Source: an optimization exercise on an open RTL-to-GDS flow (aim: small area, a short achievable clock period and few clock cycles per item). Production flows keep margins and buffers that such runs may drop.
The RTL was checked by simulation tests, not by an equivalence proof against the original design.
Power and IR drop assume default switching activity.

==> flow/design.v <==
package pcc_pkg;
  localparam logic [31:0] PI_Q30 = 32'd3373259426;
  localparam logic [14:0] WEIGHT_ONE = 15'd16384;
  localparam logic [3:0] TAYLOR_TERMS = 4'd8;
  typedef enum logic {
    KIND_WRITE = 1'b0,
    KIND_EVAL  = 1'b1
  } pcc_kind_e;
  typedef enum logic {
    REG_KNOT_COUNT  = 1'b0,
    REG_BASE_HEIGHT = 1'b1
  } pcc_reg_e;
  typedef enum logic [3:0] {
    ST_IDLE,
    ST_FIRST,
    ST_SCAN,
    ST_DIV,
    ST_XMUL,
    ST_X2MUL,
    ST_X2GET,
    ST_TMUL,
    ST_TRCP,
    ST_TCHK,
    ST_TUPD,
    ST_SQR,
    ST_SQGET,
    ST_YGET
  } pcc_state_e;
  typedef struct packed {
    logic busy;
    logic done;
  } pcc_div_stat_t;
  function automatic logic [8:0] taylor_div(input logic [3:0] k);
    case (k)
      4'd1:    taylor_div = 9'd6;
      4'd2:    taylor_div = 9'd20;
      4'd3:    taylor_div = 9'd42;
      4'd4:    taylor_div = 9'd72;
      4'd5:    taylor_div = 9'd110;
      4'd6:    taylor_div = 9'd156;
      4'd7:    taylor_div = 9'd210;
      4'd8:    taylor_div = 9'd272;
      default: taylor_div = 9'd6;
    endcase
  endfunction
  function automatic logic [5:0] taylor_shift(input logic [3:0] k);
    case (k)
      4'd1:    taylor_shift = 6'd34;
      4'd2:    taylor_shift = 6'd36;
      4'd3:    taylor_shift = 6'd37;
      4'd4:    taylor_shift = 6'd38;
      4'd5:    taylor_shift = 6'd38;
      4'd6:    taylor_shift = 6'd39;
      4'd7:    taylor_shift = 6'd39;
      4'd8:    taylor_shift = 6'd40;
      default: taylor_shift = 6'd34;
    endcase
  endfunction
  function automatic logic [31:0] taylor_recip(input logic [3:0] k);
    case (k)
      4'd1:    taylor_recip = 32'd2863311530;   
      4'd2:    taylor_recip = 32'd3435973836;   
      4'd3:    taylor_recip = 32'd3272356035;   
      4'd4:    taylor_recip = 32'd3817748707;   
      4'd5:    taylor_recip = 32'd2498890063;   
      4'd6:    taylor_recip = 32'd3524075730;   
      4'd7:    taylor_recip = 32'd2617884828;   
      4'd8:    taylor_recip = 32'd4042322160;   
      default: taylor_recip = 32'd2863311530;   
    endcase
  endfunction
endpackage
module pcc_ram #(
  parameter int WIDTH = 32,
  parameter int DEPTH = 8
) (
  input  logic                     clk_i,
  input  logic                     we_i,
  input  logic [$clog2(DEPTH)-1:0] waddr_i,
  input  logic [WIDTH-1:0]         wdata_i,
  input  logic [$clog2(DEPTH)-1:0] raddr_i,
  output logic [WIDTH-1:0]         rdata_o
);
  logic [WIDTH-1:0] mem_q [DEPTH];
  logic [WIDTH-1:0] rdata_q;
  always_ff @(posedge clk_i) begin
    if (we_i) begin
      mem_q[waddr_i] <= wdata_i;
    end
    rdata_q <= mem_q[raddr_i];
  end
  assign rdata_o = rdata_q;
endmodule
module pcc_div
#(
  parameter int PHASE_BITS = 10
) (
  input  logic                  clk_i,
  input  logic                  rst_ni,
  input  logic                  start_i,
  input  logic [15:0]           dx_i,
  input  logic [15:0]           width_i,
  output logic [PHASE_BITS:0]   quo_o,
  output pcc_pkg::pcc_div_stat_t         stat_o
);
  localparam int CW = $clog2(PHASE_BITS + 2);
  logic [16:0]         rem_q;
  logic [16:0]         rem_d;
  logic [16:0]         rem_sh;
  logic [15:0]         width_q;
  logic [PHASE_BITS:0] quo_q;
  logic [CW-1:0]       cnt_q;
  logic                busy_q;
  logic                done_q;
  logic                first_q;
  logic                bit_ge;
  always_comb begin
    rem_sh = first_q ? rem_q : {rem_q[15:0], 1'b0};
    bit_ge = rem_sh >= {1'b0, width_q};
    rem_d  = bit_ge ? (rem_sh - {1'b0, width_q}) : rem_sh;
  end
  always_ff @(posedge clk_i or negedge rst_ni) begin
    if (!rst_ni) begin
      busy_q  <= 1'b0;
      done_q  <= 1'b0;
      first_q <= 1'b0;
      cnt_q   <= '0;
    end else begin
      done_q <= 1'b0;
      if (start_i) begin
        busy_q  <= 1'b1;
        first_q <= 1'b1;
        cnt_q   <= CW'(PHASE_BITS + 1);
      end else if (busy_q) begin
        first_q <= 1'b0;
        cnt_q   <= cnt_q - CW'(1);
        if (cnt_q == CW'(1)) begin
          busy_q <= 1'b0;
          done_q <= 1'b1;
        end
      end
    end
  end
  always_ff @(posedge clk_i) begin
    if (start_i) begin
      rem_q   <= {1'b0, dx_i};
      width_q <= width_i;
      quo_q   <= '0;
    end else if (busy_q) begin
      rem_q <= rem_d;
      quo_q <= {quo_q[PHASE_BITS-1:0], bit_ge};
    end
  end
  assign quo_o       = quo_q;
  assign stat_o.busy = busy_q;
  assign stat_o.done = done_q;
endmodule
module pcc_mul (
  input  logic        clk_i,
  input  logic [31:0] a_i,
  input  logic [31:0] b_i,
  output logic [63:0] prod_o
);
  logic [63:0] prod_q;
  always_ff @(posedge clk_i) begin
    prod_q <= 64'(a_i) * 64'(b_i);
  end
  assign prod_o = prod_q;
endmodule
module piecewise_cosine_curve_eval
#(
  parameter int MAX_KNOTS  = 8,
  parameter int PHASE_BITS = 10
) (
  input  logic               clk_i,
  input  logic               rst_ni,
  input  logic               in_valid_i,
  output logic               in_stall_o,
  input  logic               kind_i,
  input  logic [2:0]         knot_index_i,
  input  logic signed [15:0] knot_x_i,
  input  logic signed [15:0] knot_y_i,
  input  logic signed [15:0] query_x_i,
  output logic               out_valid_o,
  input  logic               out_stall_i,
  output logic signed [15:0] height_o,
  output logic               in_segment_o,
  input  logic               psel,
  input  logic               penable,
  input  logic               pwrite,
  input  logic [2:0]         paddr,
  input  logic [31:0]        pwdata,
  output logic [31:0]        prdata,
  output logic               pready
);
  localparam int          IDX_W  = $clog2(MAX_KNOTS);
  localparam int          CNT_W  = $clog2(MAX_KNOTS + 1);
  localparam logic [63:0] SPAN64 = 64'd1 << PHASE_BITS;
  logic [3:0]         knot_count_q;
  logic signed [15:0] base_height_q;
  logic               cfg_wr;
  pcc_pkg::pcc_state_e         state_q, state_d;
  logic               out_valid_q;
  logic [IDX_W-1:0]   idx_q;
  logic [IDX_W-1:0]   last_q;
  logic [3:0]         k_q;
  logic               in_acc;
  logic               is_eval;
  logic [CNT_W-1:0]   n_eff;
  logic               enough_knots;
  logic               ram_we;
  logic [IDX_W-1:0]   ram_waddr;
  logic [IDX_W-1:0]   ram_raddr;
  logic [31:0]        ram_rdata;
  logic signed [15:0] rd_x;
  logic signed [15:0] rd_y;
  logic signed [15:0] q_q;
  logic signed [15:0] prev_x_q;
  logic signed [15:0] prev_y_q;
  logic signed [15:0] y0_q;
  logic               neg_q;
  logic [15:0]        mag_q;
  logic               hit;
  logic [16:0]        dx_full;
  logic [16:0]        w_full;
  logic signed [16:0] dy_full;
  logic [16:0]        dy_abs;
  logic               div_start;
  logic [PHASE_BITS:0] div_quo;
  pcc_pkg::pcc_div_stat_t      div_stat;
  logic [PHASE_BITS:0] t_q;
  logic [31:0]        mul_a;
  logic [31:0]        mul_b;
  logic [63:0]        prod;
  logic [31:0]        x_calc;
  logic [31:0]        x2_calc;
  logic [31:0]        v_calc;
  logic [31:0]        est_calc;
  logic [31:0]        x_q;
  logic [31:0]        x2_q;
  logic [31:0]        term_q;
  logic [31:0]        v_q;
  logic [31:0]        est_q;
  logic signed [33:0] sum_q;
  logic [31:0]        fix_rem;
  logic               fix_up;
  logic [31:0]        term_next;
  logic signed [33:0] sum_next;
  logic [31:0]        sum_clamp;
  logic [63:0]        f_raw;
  logic [14:0]        f_calc;
  logic [16:0]        pos_delta;
  logic [16:0]        neg_delta;
  logic signed [17:0] delta;
  logic signed [17:0] height_sum;
  logic signed [15:0] height_q;
  logic               in_seg_q;
  assign pready = 1'b1;
  assign cfg_wr = psel && penable && pwrite;
  always_comb begin
    unique case (paddr[2])
      pcc_pkg::REG_KNOT_COUNT:  prdata = {28'd0, knot_count_q};
      pcc_pkg::REG_BASE_HEIGHT: prdata = {{16{base_height_q[15]}}, base_height_q};
      default:         prdata = '0;
    endcase
  end
  always_ff @(posedge clk_i or negedge rst_ni) begin
    if (!rst_ni) begin
      knot_count_q  <= '0;
      base_height_q <= '0;
    end else if (cfg_wr) begin
      unique case (paddr[2])
        pcc_pkg::REG_KNOT_COUNT:  knot_count_q  <= pwdata[3:0];
        pcc_pkg::REG_BASE_HEIGHT: base_height_q <= pwdata[15:0];
        default:         ;
      endcase
    end
  end
  assign in_stall_o   = (state_q != pcc_pkg::ST_IDLE) || out_valid_q;
  assign in_acc       = in_valid_i && !in_stall_o;
  assign is_eval      = (kind_i == pcc_pkg::KIND_EVAL);
  assign n_eff        = (32'(knot_count_q) > MAX_KNOTS) ? CNT_W'(MAX_KNOTS)
                                                        : CNT_W'(knot_count_q);
  assign enough_knots = (n_eff >= CNT_W'(2));
  assign ram_we    = in_acc && !is_eval && (32'(knot_index_i) < MAX_KNOTS);
  assign ram_waddr = IDX_W'(knot_index_i);
  pcc_ram #(
    .WIDTH (32),
    .DEPTH (MAX_KNOTS)
  ) u_knot_ram (
    .clk_i   (clk_i),
    .we_i    (ram_we),
    .waddr_i (ram_waddr),
    .wdata_i ({knot_x_i, knot_y_i}),
    .raddr_i (ram_raddr),
    .rdata_o (ram_rdata)
  );
  assign rd_x = ram_rdata[31:16];
  assign rd_y = ram_rdata[15:0];
  assign hit     = (q_q >= prev_x_q) && (q_q <= rd_x);
  assign dx_full = {q_q[15], q_q} - {prev_x_q[15], prev_x_q};
  assign w_full  = {rd_x[15], rd_x} - {prev_x_q[15], prev_x_q};
  assign dy_full = {rd_y[15], rd_y} - {prev_y_q[15], prev_y_q};
  assign dy_abs  = dy_full[16] ? 17'(-dy_full) : 17'(dy_full);
  pcc_div #(
    .PHASE_BITS (PHASE_BITS)
  ) u_div (
    .clk_i   (clk_i),
    .rst_ni  (rst_ni),
    .start_i (div_start),
    .dx_i    (dx_full[15:0]),
    .width_i (w_full[15:0]),
    .quo_o   (div_quo),
    .stat_o  (div_stat)
  );
  pcc_mul u_mul (
    .clk_i  (clk_i),
    .a_i    (mul_a),
    .b_i    (mul_b),
    .prod_o (prod)
  );
  assign x_calc   = 32'((prod + SPAN64) >> (PHASE_BITS + 1));
  assign x2_calc  = 32'((prod + (64'd1 << 29)) >> 30);
  assign v_calc   = 32'(prod >> 30);
  assign est_calc = 32'(prod >> pcc_pkg::taylor_shift(k_q));
  assign fix_rem   = v_q - prod[31:0];
  assign fix_up    = fix_rem >= {23'd0, pcc_pkg::taylor_div(k_q)};
  assign term_next = est_q + {31'd0, fix_up};
  assign sum_next  = k_q[0] ? (sum_q - $signed({2'b00, term_next}))
                            : (sum_q + $signed({2'b00, term_next}));
  always_comb begin
    if (sum_q < 34'sd0) begin
      sum_clamp = '0;
    end else if (sum_q > 34'sd1073741824) begin
      sum_clamp = 32'd1 << 30;
    end else begin
      sum_clamp = sum_q[31:0];
    end
  end
  assign f_raw  = (prod + (64'd1 << 45)) >> 46;
  assign f_calc = (f_raw > 64'(pcc_pkg::WEIGHT_ONE)) ? pcc_pkg::WEIGHT_ONE : f_raw[14:0];
  assign pos_delta  = prod[30:14];
  assign neg_delta  = 17'((prod + 64'd16383) >> 14);
  assign delta      = neg_q ? -$signed({1'b0, neg_delta}) : $signed({1'b0, pos_delta});
  assign height_sum = $signed({{2{y0_q[15]}}, y0_q}) + delta;
  always_comb begin
    state_d   = state_q;
    ram_raddr = '0;
    div_start = 1'b0;
    mul_a     = '0;
    mul_b     = '0;
    unique case (state_q)
      pcc_pkg::ST_IDLE: begin
        if (in_acc && is_eval && enough_knots) begin
          state_d = pcc_pkg::ST_FIRST;
        end
      end
      pcc_pkg::ST_FIRST: begin
        ram_raddr = IDX_W'(1);
        state_d   = pcc_pkg::ST_SCAN;
      end
      pcc_pkg::ST_SCAN: begin
        ram_raddr = idx_q + IDX_W'(1);
        if (hit) begin
          if (w_full == '0) begin
            state_d = pcc_pkg::ST_XMUL;
          end else begin
            div_start = 1'b1;
            state_d   = pcc_pkg::ST_DIV;
          end
        end else if (idx_q == last_q) begin
          state_d = pcc_pkg::ST_IDLE;
        end
      end
      pcc_pkg::ST_DIV: begin
        if (div_stat.done) begin
          state_d = pcc_pkg::ST_XMUL;
        end
      end
      pcc_pkg::ST_XMUL: begin
        mul_a   = pcc_pkg::PI_Q30;
        mul_b   = 32'(t_q);
        state_d = pcc_pkg::ST_X2MUL;
      end
      pcc_pkg::ST_X2MUL: begin
        mul_a   = x_calc;
        mul_b   = x_calc;
        state_d = pcc_pkg::ST_X2GET;
      end
      pcc_pkg::ST_X2GET: begin
        state_d = pcc_pkg::ST_TMUL;
      end
      pcc_pkg::ST_TMUL: begin
        mul_a   = term_q;
        mul_b   = x2_q;
        state_d = pcc_pkg::ST_TRCP;
      end
      pcc_pkg::ST_TRCP: begin
        mul_a   = v_calc;
        mul_b   = pcc_pkg::taylor_recip(k_q);
        state_d = pcc_pkg::ST_TCHK;
      end
      pcc_pkg::ST_TCHK: begin
        mul_a   = est_calc;
        mul_b   = {23'd0, pcc_pkg::taylor_div(k_q)};
        state_d = pcc_pkg::ST_TUPD;
      end
      pcc_pkg::ST_TUPD: begin
        state_d = (k_q == pcc_pkg::TAYLOR_TERMS) ? pcc_pkg::ST_SQR : pcc_pkg::ST_TMUL;
      end
      pcc_pkg::ST_SQR: begin
        mul_a   = sum_clamp;
        mul_b   = sum_clamp;
        state_d = pcc_pkg::ST_SQGET;
      end
      pcc_pkg::ST_SQGET: begin
        mul_a   = {16'd0, mag_q};
        mul_b   = {17'd0, f_calc};
        state_d = pcc_pkg::ST_YGET;
      end
      pcc_pkg::ST_YGET: begin
        state_d = pcc_pkg::ST_IDLE;
      end
      default: begin
        state_d = pcc_pkg::ST_IDLE;
      end
    endcase
  end
  always_ff @(posedge clk_i or negedge rst_ni) begin
    if (!rst_ni) begin
      state_q <= pcc_pkg::ST_IDLE;
    end else begin
      state_q <= state_d;
    end
  end
  always_ff @(posedge clk_i or negedge rst_ni) begin
    if (!rst_ni) begin
      out_valid_q <= 1'b0;
      idx_q       <= '0;
      last_q      <= '0;
      k_q         <= '0;
    end else begin
      if (out_valid_q && !out_stall_i) begin
        out_valid_q <= 1'b0;
      end
      case (state_q)
        pcc_pkg::ST_IDLE: begin
          if (in_acc && is_eval) begin
            last_q <= IDX_W'(n_eff - CNT_W'(1));
            if (!enough_knots) begin
              out_valid_q <= 1'b1;
            end
          end
        end
        pcc_pkg::ST_FIRST: idx_q <= IDX_W'(1);
        pcc_pkg::ST_SCAN: begin
          if (!hit) begin
            idx_q <= idx_q + IDX_W'(1);
            if (idx_q == last_q) begin
              out_valid_q <= 1'b1;
            end
          end
        end
        pcc_pkg::ST_X2GET: k_q <= 4'd1;
        pcc_pkg::ST_TUPD:  k_q <= k_q + 4'd1;
        pcc_pkg::ST_YGET:  out_valid_q <= 1'b1;
        default:  ;
      endcase
    end
  end
  always_ff @(posedge clk_i) begin
    case (state_q)
      pcc_pkg::ST_IDLE: begin
        if (in_acc && is_eval) begin
          q_q      <= query_x_i;
          height_q <= base_height_q;
          in_seg_q <= 1'b0;
        end
      end
      pcc_pkg::ST_FIRST: begin
        prev_x_q <= rd_x;
        prev_y_q <= rd_y;
      end
      pcc_pkg::ST_SCAN: begin
        prev_x_q <= rd_x;
        prev_y_q <= rd_y;
        if (hit) begin
          y0_q  <= prev_y_q;
          neg_q <= dy_full[16];
          mag_q <= dy_abs[15:0];
          t_q   <= '0;
        end else begin
          height_q <= base_height_q;
          in_seg_q <= 1'b0;
        end
      end
      pcc_pkg::ST_DIV: begin
        if (div_stat.done) begin
          t_q <= div_quo;
        end
      end
      pcc_pkg::ST_X2MUL: x_q <= x_calc;
      pcc_pkg::ST_X2GET: begin
        x2_q   <= x2_calc;
        term_q <= x_q;
        sum_q  <= $signed({2'b00, x_q});
      end
      pcc_pkg::ST_TRCP: v_q   <= v_calc;
      pcc_pkg::ST_TCHK: est_q <= est_calc;
      pcc_pkg::ST_TUPD: begin
        term_q <= term_next;
        sum_q  <= sum_next;
      end
      pcc_pkg::ST_YGET: begin
        height_q <= height_sum[15:0];
        in_seg_q <= 1'b1;
      end
      default: ;
    endcase
  end
  assign out_valid_o  = out_valid_q;
  assign height_o     = height_q;
  assign in_segment_o = in_seg_q;
endmodule
==> flow/run.sh <==
#!/bin/bash
# synth_recipe.tcl (not shown) runs the flow's synth.tcl, then flattens the netlist and writes it again
# the make line also repeats each setting of config.mk as NAME=value (left out here)
make -C /OpenROAD-flow-scripts/flow DESIGN_CONFIG=/design/flow/config.mk WORK_HOME=/design/flow/orfs CLKGATE_MAP_FILE= SYNTH_SCRIPT=/design/flow/synth_recipe.tcl finish
==> flow/config.mk <==
export PLATFORM = sky130hd
export DESIGN_NAME = piecewise_cosine_curve_eval
export DESIGN_NICKNAME = piecewise_cosine_curve_eval
export VERILOG_FILES = /design/flow/design.v
export SDC_FILE = /design/flow/constraint.sdc
export NUM_CORES = 4
export LEC_CHECK = 0
export CAP_MARGIN = 20
export CORE_MARGIN = 2
export CORE_UTILIZATION = 40
export SLEW_MARGIN = 20
==> flow/constraint.sdc <==
create_clock -name core_clock -period 13.0 [get_ports {clk_i}]
set_input_delay 2.6000 -clock core_clock [delete_from_list [all_inputs] [get_ports {clk_i}]]
set_output_delay 2.6000 -clock core_clock [all_outputs]
set_load 0.01 [all_outputs]
==> summary.md <==
| Metric | Value |
|---|---|
| Status | `finished clean` |
| Clock sink count | `roughly 740` |
| Reg2reg start | `u_mul.prod_q[46]` |
| Commonest non-fill, non-tap cell in the layout | `inv_1` |
| Initial antenna violation count | `4` |
| Setup TNS | `0 ps` |
| Initial Util | `40.3%` |
| Reg-to-Reg End | `u_mul.prod_q[57]` |
| Fillers | `17.0k` |
| Vias per cell | `5.46` |
| Unique masters post-synth | `96` |
| Post-Syn Instances | `7,275` |
| Vias in the first global route | `55.7k` |
| Layout Skew | `48.6 ps` |
| Area of the multi-input gates | `46,400 sq um` |
| Layout Area Growth over Synthesis | `10.1%` |
| Async S/R FF share, synth | `between 5 and 6%` |
| Worst reg2reg setup slack | `680 ps` |
| Starting DRT DRC Count | `4,285` |
| Setup-failing EPs final | `0` |
| Hold Crit Start | `u_knot_ram.rdata_q[3]` |
| H-tree Lvls | `3` |
| Reg area | `21,000 sq um` |
| Synth Register Bits | `between 700 and 800` |
| Critical path class | `reg2reg` |
| Nets@finish | `8,772` |
| Clk root buf | `clkbuf_16` |
| Number of buffers added on ports | `126` |
| Largest net degree at the start of global routing | `69` |
| Die Height | `430 um` |
| TritonCTS buffer count | `80` |
| VDD IR-drop max | `144 uV` |
| Normalized max-slew margin | `12.3%` |
| RSZ-0062 raised after global routing | `false` |
| CP startpoint kind | `flop` |
| CTS Buffer Depth | `3` |
| Overall Global Routing Usage | `25.6%` |
| Fin. Hold Viols | `0` |
| Layout cells sized above 1 | `7.93%` |
| Non-Filler Instances | `9,764` |
| Worst EP arrival | `between 10,000 and 15,000 ps` |
| GR Overflow Total | `0` |
| Cell mode on critical path | `fa_1` |
| Setup Fix Bufs, Post-CTS | `0` |
| Ys flop type | `edfxtp_1` |
| Final max-slew violation count | `0` |
| Min Tclk post-route | `12,320 ps` |
| Max Clock Freq | `81.1 MHz` |
| First-pass GRT wire length | `~350,000 um` |
| Synthesized area per cell | `around 10 sq um` |
| TritonCTS clock tree | `done` |
| Period utilization | `94.8%` |
| Post-Syn Area | `72,700 sq um` |
| DR WL/cell | `24.2 um` |
| Total number of vias | `~53k` |
| Max_cap viols | `0` |
| Pwr per Cell Area | `144 nW/um^2` |
| Clk slew on worst S/H paths | `60 ps` |
| Largest cells by area after synthesis | `fa_1, edfxtp_1, ha_1` |
| Core area | `181,000 sq um` |
| Die ar. | `185,000 sq um` |
| CTS Hold Buffers Added | `0` |
| Worst r2r path cells | `36` |
| Critical path fanouts, max | `21` |
| DRT Wirelength | `about 240,000 um` |
| Hold crit path type | `reg2reg` |
| FP Rows | `156` |
| Gpl congestion | `0.984` |
| Required @ worst endpoint | `13,560 ps` |
| Yosys warns | `4` |
| Area leader, netlist | `fa_1` |
| Placed insts | `9,610` |
| Critical Path End Type | `flop` |
| Max stage delay cell, worst path | `o2111a_1` |
| Hold Path Stages | `0` |
| Detailed Place HPWL | `189,000 um` |
| Most frequent cells in the layout | `inv_1, fa_1, nand2_1` |
| DRC | `0` |
| Pin slew with the least headroom to its limit | `about 1300 ps` |
| First-pass DRT Iterations | `6` |
| Die W | `430 um` |
| CTS resizes | `0` |
| Worst-Skew Late Latency | `approximately 710 ps` |
| I/O pin count | `146` |
| Leakage | `between 0.03 and 0.04 uW` |
| Sequential area share after synthesis | `roughly 29%` |
| Area fraction of the dominant cell type after synthesis | `24.9%` |
| Max stage delay on crit path | `roughly 800 ps` |
| Routed Antenna Nets | `0` |
| Number of synthesized flops with an enable pin | `591` |
| Worst Hold Path EP | `prev_y_q[3]` |
[critical path, delay by kind of cell (launching register included)]
| family | cells | cell delay, ps |
|---|---|---|
| compound gates | 11 | 3100 |
| fa+ha+maj | 10 | 4790 |
| buf+inv | 5 | 560 |
| flops | 1 | 720 |
| simple gates | 10 | 3000 |
[routing by layer]
layer | vias up | wire (um) | GRT usage, %
li1 | 23900 | - | -
met1 | 27200 | 98600 | 33.5
met2 | 1784 | 111000 | 42.7
met3 | 422 | 15000 | 3.78
met4 | 2 | 11400 | 10.4
met5 | - | 11 | 0
[worst max-delay path by stage]
stage / startpoint / endpoint / slack (ps) / cells after the start
2_1_floorplan: state_q[3] / u_mul.prod_q[57] / 2690 / 36
3_3_place_gp: u_mul.prod_q[46] / u_mul.prod_q[57] / 900 / 36
3_5_place_dp: u_mul.prod_q[46] / u_mul.prod_q[63] / 910 / 38
4_1_cts: u_mul.prod_q[46] / u_mul.prod_q[57] / 860 / 36
5_1_grt: u_mul.prod_q[46] / u_mul.prod_q[63] / 330 / 38
6_report: u_mul.prod_q[46] / u_mul.prod_q[57] / 680 / 36
[kinds of logic after synthesis]
group / Yosys count / synth area share (%)
AND/OR/NAND/NOR: 2148 / 13.2
XOR/XNOR: 342 / 4.12
AO/OA/AOI/OAI: 954 / 8.49
flip-flops: 741 / 28.8
other: 2 / 0.0103
adder cells (fa/ha/maj): 1354 / 32.6
multiplexers: 264 / 4.93
buffers and inverters: 1470 / 7.78
[layout make-up]
class | instances | area share (%)
Inverter | 1121 | 5.26
Multi-Input combinational cell | 5065 | 58.0
Sequential cell | 741 | 26.2
Antenna cell | 4 | 0.0125
Tap cell | 2370 | 3.71
Timing Repair Buffer | 315 | 3.39
Clock buffer | 107 | 2.78
Clock inverter | 41 | 0.697
[sequential cells by signal, indices dropped and copies added, names as in the netlist, 17 cells and up]
| register | flops |
|---|---|
| x2_q | 32 |
| u_mul.prod_q | 64 |
| sum_q | 34 |
| u_knot_ram.mem_q | 256 |
| u_div.rem_q | 17 |
| est_q | 32 |
| v_q | 32 |
| x_q | 32 |
| term_q | 32 |
| u_knot_ram.rdata_q | 32 |
[Yosys cell counts (67+ instances only)]
library cell	number
xnor2_1	221
mux4_2	67
mux2i_1	115
a21oi_1	251
nand2_1	830
dfxtp_1	108
o21ai_0	239
xor2_1	121
mux2_2	82
edfxtp_1	591
fa_1	903
nor3_1	82
ha_1	451
inv_1	1116
and2_1	77
nand3_1	96
nor2_1	695
clkbuf_1	279
nand2b_1	78
a21o_1	91
[power breakdown]
part           switching, uW  internal, uW
logic                   3390          2190
clock network           1030          1380
registers                341          3180
[through the flow]
| step | utilization (%) | total power [uW] | hold slack (ps) | instance area, sq um | setup WS [ps] |
|---|---|---|---|---|---|
| 2_1_floorplan | - | 7250 | 403 | 72700 | 2690 |
| 3_3_place_gp | 42.7 | 9010 | 431 | 77200 | 902 |
| 3_5_place_dp | 42.8 | 9090 | 432 | 77200 | 910 |
| 4_1_cts | 44.3 | 11500 | 448 | 80000 | 861 |
| 5_1_grt | 44.3 | 12200 | 467 | 80000 | 326 |
| 6_report | 44.3 | 11500 | 447 | 80000 | 675 |
Testbench counts, summed over its fixed seeds: cycles 100,370, items 1,920.

## port drivers added, routing unchanged
How much do the figures lean on ideal ports? The routed layout below was timed once more, with nothing changed but the port constraints.
Step 1, drivers: a clkbuf_16 drives clk_i and a buf_2 each remaining input, both assumed.
Step 2 times the ports against the registers' clock, not the clock port: input delays grow and output delays shrink by t, the midpoint of the rising clock arrivals with the driver on.
a / b / c = ideal ports / drivers / drivers and shift; a / b = the first two.
shift t [ns]: 0.740
slack for setup (ns): 0.675 / 0.675 / 0.675
hold slack, ns: 0.447 / 0.447 / 0.447
worst slew at a driven data input, ns: 0.13
After both steps setup and hold are still met in this run. The setup slack of this run moves by 0.000 ns with the drivers and by 0.000 ns with both steps.
